Context: an optimization exercise on an open-source flow, tuned for small area, a short achievable clock period and few clock cycles per item. The choices shown serve that exercise and are no tape-out recipe. In this exercise RTL edits were held to simulation tests only and were not proved equivalent to the original. No activity file was given, so power comes from the tool's default toggle rates.

==> inputs of job 3189 <==
## bounded_ordered_list_engine_top
module bounded_ordered_list_engine_top (
	input  logic               clk,
	input  logic               arst_n,
	input  logic               start,
	output logic               busy,
	input  logic [2:0]         req_type,
	input  logic [4:0]         position,
	input  logic signed [31:0] value,
	output logic               done,
	output logic [2:0]         status,
	output logic signed [31:0] out_value,
	output logic [4:0]         out_position,
	output logic [4:0]         removed_count,
	output logic [4:0]         entry_count
);
clock: 20.0 ns
lec_check: 0
abc_area: 1
cap_margin: 20
core_margin: 2
core_utilization: 25
place_density: 0.45
slew_margin: 20
standard.sh (not shown) runs the stock make flow with config.mk's settings and CLKGATE_MAP_FILE= SYNTH_SCRIPT=/design/flow/synth_recipe.tcl, a recipe that flattens the netlist after the stock synthesis.
==> flow/flow/run.sh <==
#!/bin/bash
# The standard layout (the standard.sh: standard synthesis, then ORFS
# floorplan to finish), with timing repair asked to leave extra setup slack
# so that the layout is sized for a shorter period than the 20 ns it is
# constrained to. Clock period, I/O delays and loads stay the design's.
set -euo pipefail
export SETUP_SLACK_MARGIN=$(cat flow/margin)
bash standard.sh > standard_flow.log 2>&1
==> flow/flow/margin <==
14
==> job 9297 (differences from job 3189) <==
--- a/flow/design.v
+++ b/flow/design.v
@@ -25,50 +25,49 @@
 		y = y | {y[13:0], 2'b0};
 		y = y | {y[11:0], 4'b0};
 		y = y | {y[7:0], 8'b0};
 		pre_or = y;
 	endfunction
 	logic [N-1:0][31:0] lst;      
 	logic [N-1:0] vld;            
 	logic [4:0]   cnt;            
-	logic [N*N-1:0] less;         
+	logic [N-1:0][3:0] rk;        
 	logic         rv;             
 	logic         dde_q;          
-	logic         is_ia, is_is, is_de;
+	logic         is_ia, is_de;
 	logic [31:0]  rval;
 	logic [N-1:0] rpth;           
 	logic [N-1:0] eqv;            
 	logic [N-1:0] gv;             
-	logic [N-1:0] tmn;            
 	logic         ins_q;          
 	logic         dfix_q;         
 	logic         done_q, busy_q;
 	logic [2:0]   st_q;           
 	logic [31:0]  oval_q;
 	logic [4:0]   opos_q, orem_q, ocnt_q;
 	logic [N-1:0] te, tgs;        
 	assign te  = pre_or(eqv);
 	assign tgs = pre_or(gv);
 	logic do_ins, do_del;
 	logic [N-1:0] tg, td;         
 	assign do_ins = rv && ins_q;
 	assign do_del = rv && (dfix_q || dde_q);
 	assign tg = is_ia ? rpth : tgs;
-	assign td = is_de ? te : (rpth | tmn);
+	assign td = is_de ? te : rpth;
 	assign busy = busy_q;
 	assign done = done_q;
 	assign status = st_q;
 	assign out_value = oval_q;
 	assign out_position = opos_q;
 	assign removed_count = orem_q;
 	assign entry_count = ocnt_q;
 	logic [N-1:0] s_prv, s_val, s_nxt;    
 	logic [N-1:0][31:0] lst_n;
-	logic [N*N-1:0] less_n;
+	logic [N-1:0][3:0] rk_n;
 	logic [N-1:0] vld_n;
 	logic [4:0]   cnt_n;
 	assign vld_n = do_ins ? {vld[N-2:0], 1'b1} : (do_del ? {1'b0, vld[N-1:1]} : vld);
 	assign cnt_n = do_ins ? cnt + 5'd1 : (do_del ? cnt - 5'd1 : cnt);
 	always_ff @(posedge clk or negedge arst_n) begin
 		if (!arst_n) begin
 			vld <= '0;
 			cnt <= '0;
@@ -100,66 +99,69 @@
 		end else begin : g_n
 			assign nxt = lst[i+1];
 		end
 		logic s_keep;
 		assign s_keep = !(s_prv[i] || s_val[i] || s_nxt[i]);
 		assign lst_n[i] = (prv & {32{s_prv[i]}}) | (rval & {32{s_val[i]}}) | (nxt & {32{s_nxt[i]}})
 		                | (lst[i] & {32{s_keep}});
 		always_ff @(posedge clk) lst[i] <= lst_n[i];
-		for (genvar j = 0; j < N; j++) begin : g_less
-			if (j <= i) begin : g_none
-				assign less_n[i*N+j] = 1'b0;
-			end else begin : g_pair
-				logic ins_keep_i, ins_move, del_keep_i, del_move;
-				if (j - 1 > i) begin : g_ki
-					assign ins_keep_i = less[i*N+j-1];
-				end else begin : g_ki0
-					assign ins_keep_i = 1'b0;    
-				end
-				if (i > 0) begin : g_mv
-					assign ins_move = less[(i-1)*N+j-1];
-				end else begin : g_mv0
-					assign ins_move = 1'b0;      
-				end
-				if (j < N - 1) begin : g_dl
-					assign del_keep_i = less[i*N+j+1];
-					assign del_move = less[(i+1)*N+j+1];
-				end else begin : g_dl0
-					assign del_keep_i = less[i*N+j];
-					assign del_move = less[i*N+j];
-				end
-				logic [5:0] sl;               
-				assign sl[0] = do_ins && tg[j] && !tg[j-1];
-				assign sl[1] = do_ins && tg[j-1] && !tg[i];
-				assign sl[2] = do_ins && tg[j-1] && at;
-				assign sl[3] = do_ins && tg[j-1] && tg[i] && !at;
-				assign sl[4] = do_del && td[j] && !td[i];
-				assign sl[5] = do_del && td[j] && td[i];
-				assign less_n[i*N+j] = (sl[0] && gv[i]) || (sl[1] && ins_keep_i)
-				                    || (sl[2] && !eqv[j-1] && !gv[j-1])
-				                    || (sl[3] && ins_move) || (sl[4] && del_keep_i)
-				                    || (sl[5] && del_move) || (!(|sl) && less[i*N+j]);
-				always_ff @(posedge clk) less[i*N+j] <= less_n[i*N+j];
-			end
-		end
-	end
-	logic [N-1:0] m_n, tm_n;
-	for (genvar i = 0; i < N; i++) begin : g_min
-		logic [N-1:0] ok;
-		for (genvar j = 0; j < N; j++) begin : g_j
-			if (j < i) begin : g_lo
-				assign ok[j] = less_n[j*N+i];
-			end else if (j > i) begin : g_hi
-				assign ok[j] = !vld_n[j] || !less_n[i*N+j];
-			end else begin : g_self
-				assign ok[j] = vld_n[i];
-			end
-		end
-		assign m_n[i] = &ok;
+		logic [3:0] adj, adj_prv, adj_nxt;
+		assign adj = rk[i] + 4'(do_ins && (gv[i] || (eqv[i] && tg[i])))
+		                   - 4'(do_del && (rk[i] > rdel));
+		if (i == 0) begin : g_ap0
+			assign adj_prv = adj;
+		end else begin : g_ap
+			assign adj_prv = g_ent[i-1].adj;
+		end
+		if (i == N - 1) begin : g_anl
+			assign adj_nxt = adj;
+		end else begin : g_an
+			assign adj_nxt = g_ent[i+1].adj;
+		end
+		assign rk_n[i] = (adj_prv & {4{s_prv[i]}}) | (rnew & {4{s_val[i]}}) | (adj_nxt & {4{s_nxt[i]}})
+		               | (adj & {4{s_keep}});
+		always_ff @(posedge clk) rk[i] <= rk_n[i];
+	end
+	logic [N-1:0] before_new;
+	assign before_new = vld & ~gv & ~(eqv & tg);
+	logic [3:0] rnew;
+	always_comb begin
+		rnew = '0;
+		for (int i = 0; i < N; i++) rnew = rnew + 4'(before_new[i]);
+	end
+	logic [N-1:0] dh;
+	assign dh = td & ~{td[N-2:0], 1'b0};
+	logic [3:0] rdel;
+	always_comb begin
+		rdel = '0;
+		for (int i = 0; i < N; i++) rdel = rdel | (rk[i] & {4{dh[i]}});
+	end
+	logic [N-1:0] z0, z1, zs, m_n, tm_n;
+	for (genvar i = 0; i < N; i++) begin : g_z
+		assign z0[i] = vld[i] && (rk[i] == 4'd0);
+		assign z1[i] = vld[i] && (rk[i] == 4'd1);
+	end
+	assign zs = (do_del && (rdel == 4'd0)) ? z1 : z0;
+	for (genvar i = 0; i < N; i++) begin : g_mn
+		logic zp, zn;
+		if (i == 0) begin : g_zp0
+			assign zp = 1'b0;
+		end else begin : g_zp
+			assign zp = zs[i-1];
+		end
+		if (i == N - 1) begin : g_zn0
+			assign zn = 1'b0;
+		end else begin : g_zn
+			assign zn = zs[i+1];
+		end
+		assign m_n[i] = s_val[i] ? (before_new == '0)
+		              : s_prv[i] ? (zp && !(before_new == '0))
+		              : s_nxt[i] ? zn
+		              : (zs[i] && !(do_ins && (before_new == '0)));
 	end
 	assign tm_n = pre_or(m_n);
 	logic accept;
 	assign accept = start && !busy_q;
 	logic a_ia, a_is, a_da, a_de, a_se, a_xm;
 	assign a_ia = (req_type == R_INS_AT);
 	assign a_is = (req_type == R_INS_SORT);
 	assign a_da = (req_type == R_DEL_AT);
@@ -223,27 +225,47 @@
 		assign c = cmp32(lst_n[i], value);
 		assign a_eq[i] = c[0] && vld_n[i];
 		if (i < N - 1) begin : g_gt
 			assign a_gt[i] = c[1] || !vld_n[i];
 		end else begin : g_gt_last
 			assign a_gt[i] = 1'b1;    
 		end
 	end
-	logic [N-1:0] ta;
-	assign ta = pre_or(a_eq);
+	function automatic logic [6:0] match_tree(input logic [15:0] x);   
+		logic [7:0] a1, m1; logic [1:0] p1 [8];
+		logic [3:0] a2, m2; logic [2:0] p2 [4];
+		logic [1:0] a3, m3; logic [3:0] p3 [2];
+		for (int k = 0; k < 8; k++) begin
+			a1[k] = x[2*k] | x[2*k+1];
+			m1[k] = x[2*k] & x[2*k+1];
+			p1[k] = x[2*k] ? 2'b01 : 2'b10;
+		end
+		for (int k = 0; k < 4; k++) begin
+			a2[k] = a1[2*k] | a1[2*k+1];
+			m2[k] = m1[2*k] | m1[2*k+1] | (a1[2*k] & a1[2*k+1]);
+			p2[k] = a1[2*k] ? {1'b0, p1[2*k]}
+			                : {p1[2*k+1][1], !p1[2*k+1][1], p1[2*k+1][0]};
+		end
+		for (int k = 0; k < 2; k++) begin
+			a3[k] = a2[2*k] | a2[2*k+1];
+			m3[k] = m2[2*k] | m2[2*k+1] | (a2[2*k] & a2[2*k+1]);
+			p3[k] = a2[2*k] ? {1'b0, p2[2*k]}
+			                : {p2[2*k+1][2], !p2[2*k+1][2], p2[2*k+1][1:0]};
+		end
+		match_tree = {a3[0] | a3[1], m3[0] | m3[1] | (a3[0] & a3[1]),
+		              a3[0] ? {1'b0, p3[0]} : {p3[1][3], !p3[1][3], p3[1][2:0]}};
+	endfunction
+	logic [6:0] a_mt;
 	logic a_any, a_multi;
-	assign a_any   = ta[N-1];
-	assign a_multi = |(a_eq & {ta[N-2:0], 1'b0});
+	assign a_mt = match_tree(a_eq);
+	assign a_any = a_mt[6];
+	assign a_multi = a_mt[5];
 	logic [4:0] a_spos;
-	always_comb begin
-		a_spos = 5'(a_eq[0]);
-		for (int i = 1; i < N; i++)
-			a_spos = a_spos | (5'(i + 1) & {5{a_eq[i] && !ta[i-1]}});
-	end
+	assign a_spos = a_mt[4:0] & {5{a_any}};
 	logic [2:0] a_st;
 	always_comb begin
 		a_st = ST_OK;
 		case (req_type)
 			R_INS_AT:   a_st = full_n ? ST_FULL : (inspos_ok ? ST_OK : ST_BADPOS);
 			R_INS_SORT: a_st = full_n ? ST_FULL : ST_OK;
 			R_DEL_AT:   a_st = empty_n ? ST_EMPTY : (delpos_ok ? ST_OK : ST_BADPOS);
 			R_DEL_EQ, R_SEARCH: a_st = empty_n ? ST_EMPTY : (a_any ? ST_OK : ST_NOTFOUND);
@@ -271,32 +293,35 @@
 			busy_q <= 1'b0;
 		end else begin
 			rv <= accept || busy_q;
 			done_q <= (accept || busy_q) && !more_n;
 			busy_q <= (accept || busy_q) && more_n;
 		end
 	end
 	always_ff @(posedge clk) begin
+		rval <= value;
+		rpth <= (a_pth & {N{a_da || a_ia}}) | (tm_n & {N{a_xm}});
+		gv   <= a_gt;
+	end
+	always_ff @(posedge clk) begin
 		if (accept) begin
 			is_ia   <= a_ia;
-			is_is   <= a_is;
 			is_de   <= a_de;
-			rval    <= value;
-			rpth    <= a_pth & {N{a_da || a_ia}};
 			eqv     <= a_eq;
-			gv      <= a_gt;
-			tmn     <= tm_n & {N{a_xm}};
 			ins_q   <= a_ins;
 			dfix_q  <= a_dfix;
 			dde_q   <= a_de && a_any;
 			st_q    <= a_st;
 			oval_q  <= a_oval;
 			opos_q  <= a_oposx | (a_se ? a_spos : 5'd0);
 			orem_q  <= 5'(a_de && a_any);
 			ocnt_q  <= a_ins ? cnt_n + 5'd1 : ((a_dfix || (a_de && a_any)) ? cnt_n - 5'd1 : cnt_n);
 		end else begin
 			eqv     <= c_eq;
+			st_q    <= ST_OK;
+			oval_q  <= '0;
+			opos_q  <= '0;
 			orem_q  <= orem_q + 5'd1;
 			ocnt_q  <= cnt_n - 5'd1;
 		end
 	end
 endmodule
==> flow/flow/run.sh (replaced) <==
#!/bin/bash
# The standard layout (the standard.sh: standard synthesis, then ORFS
# floorplan to finish), with two changes to how it is made:
# - timing repair is asked to leave extra setup slack (flow/margin, in ns), so
#   that the layout is sized for a shorter period than the 20 ns it is
#   constrained to;
# - the port buffers are plain buffers (buf_4) rather than the delay cells
#   buffer_ports picks by default.
# Clock period, I/O delays, loads and every other setting stay the design's.
set -euo pipefail
export SETUP_SLACK_MARGIN=$(cat flow/margin)
export BUFFER_PORTS_ARGS="-buffer_cell sky130_fd_sc_hd__buf_4"
bash standard.sh > standard_flow.log 2>&1
CORE_UTILIZATION = 30   (was 25)
PLACE_DENSITY = 0.55   (was 0.45)
==> comparison table <==
item	job 3189	job 9297
Run status	timing/DRC/antenna clean	timing/DRC/antenna clean
Fraction of layout cells with a size suffix above 1	13.9%	12.0%
Hold Crit Start	lst[24]$_DFF_P_	orem_q[0]$_DFF_P_
Tapcells inserted	3009	2325
Post-Synthesis Cell Area	57200 um2	52300 um2
Combinational share of power	44.0%	53.7%
Capture instance of the worst register-to-register path	busy_q$_DFF_PN0_	opos_q[1]$_SDFF_PN0_
Starting DRT DRC Count	8280	8993
Sequential fraction of total cell area	24.7%	23.6%
Detailed-route via count	69189	62202
Logic inverters	864	850
Total placed cells including tap cells	11386	9783
P_seq	2580 uW	2470 uW
Clk pwr	2070 uW	1850 uW
Power density of the placed cells	117 nW/um2	148 nW/um2
Maximum number of pins on one net before global-route repair	48	59
Testbench counts of job 3189, summed over its fixed seeds: cycles 16,171, items 16,000.
Testbench counts of job 9297, summed over its fixed seeds: cycles 16,171, items 16,000.

-- static timing again, ports no longer ideal --
The results above use ideal ports. As a check the final layouts listed here were re-extracted and re-timed, cells and wires unchanged. Step 1 (the two cells are an assumption about what drives the block):
set clk [get_ports {clk}]
set_driving_cell -lib_cell sky130_fd_sc_hd__clkbuf_16 $clk
set_driving_cell -lib_cell sky130_fd_sc_hd__buf_2 [delete_from_list [all_inputs] $clk]
Step 2 moves the port delays by t, midway between the first and last clock arrival at a register: inputs arrive t later, outputs are due t later. That takes back most of the time a late clock gives input paths. a / b / c = ideal ports / drivers / drivers and shift; a / b = the first two.
run | t, ns | setup WS [ns] | hold slack, ns
job 3189 | 0.899 | 13.604 / 13.604 / 12.765 | 0.503 / 0.503 / 0.503
job 9297 | 0.825 | 13.349 / 13.349 / 12.593 | 0.510 / 0.510 / 0.510
After both steps every run listed still meets setup and hold. The setup slack of job 3189, which loses most, moves by 0.000 ns with the drivers and by -0.839 ns with both steps.
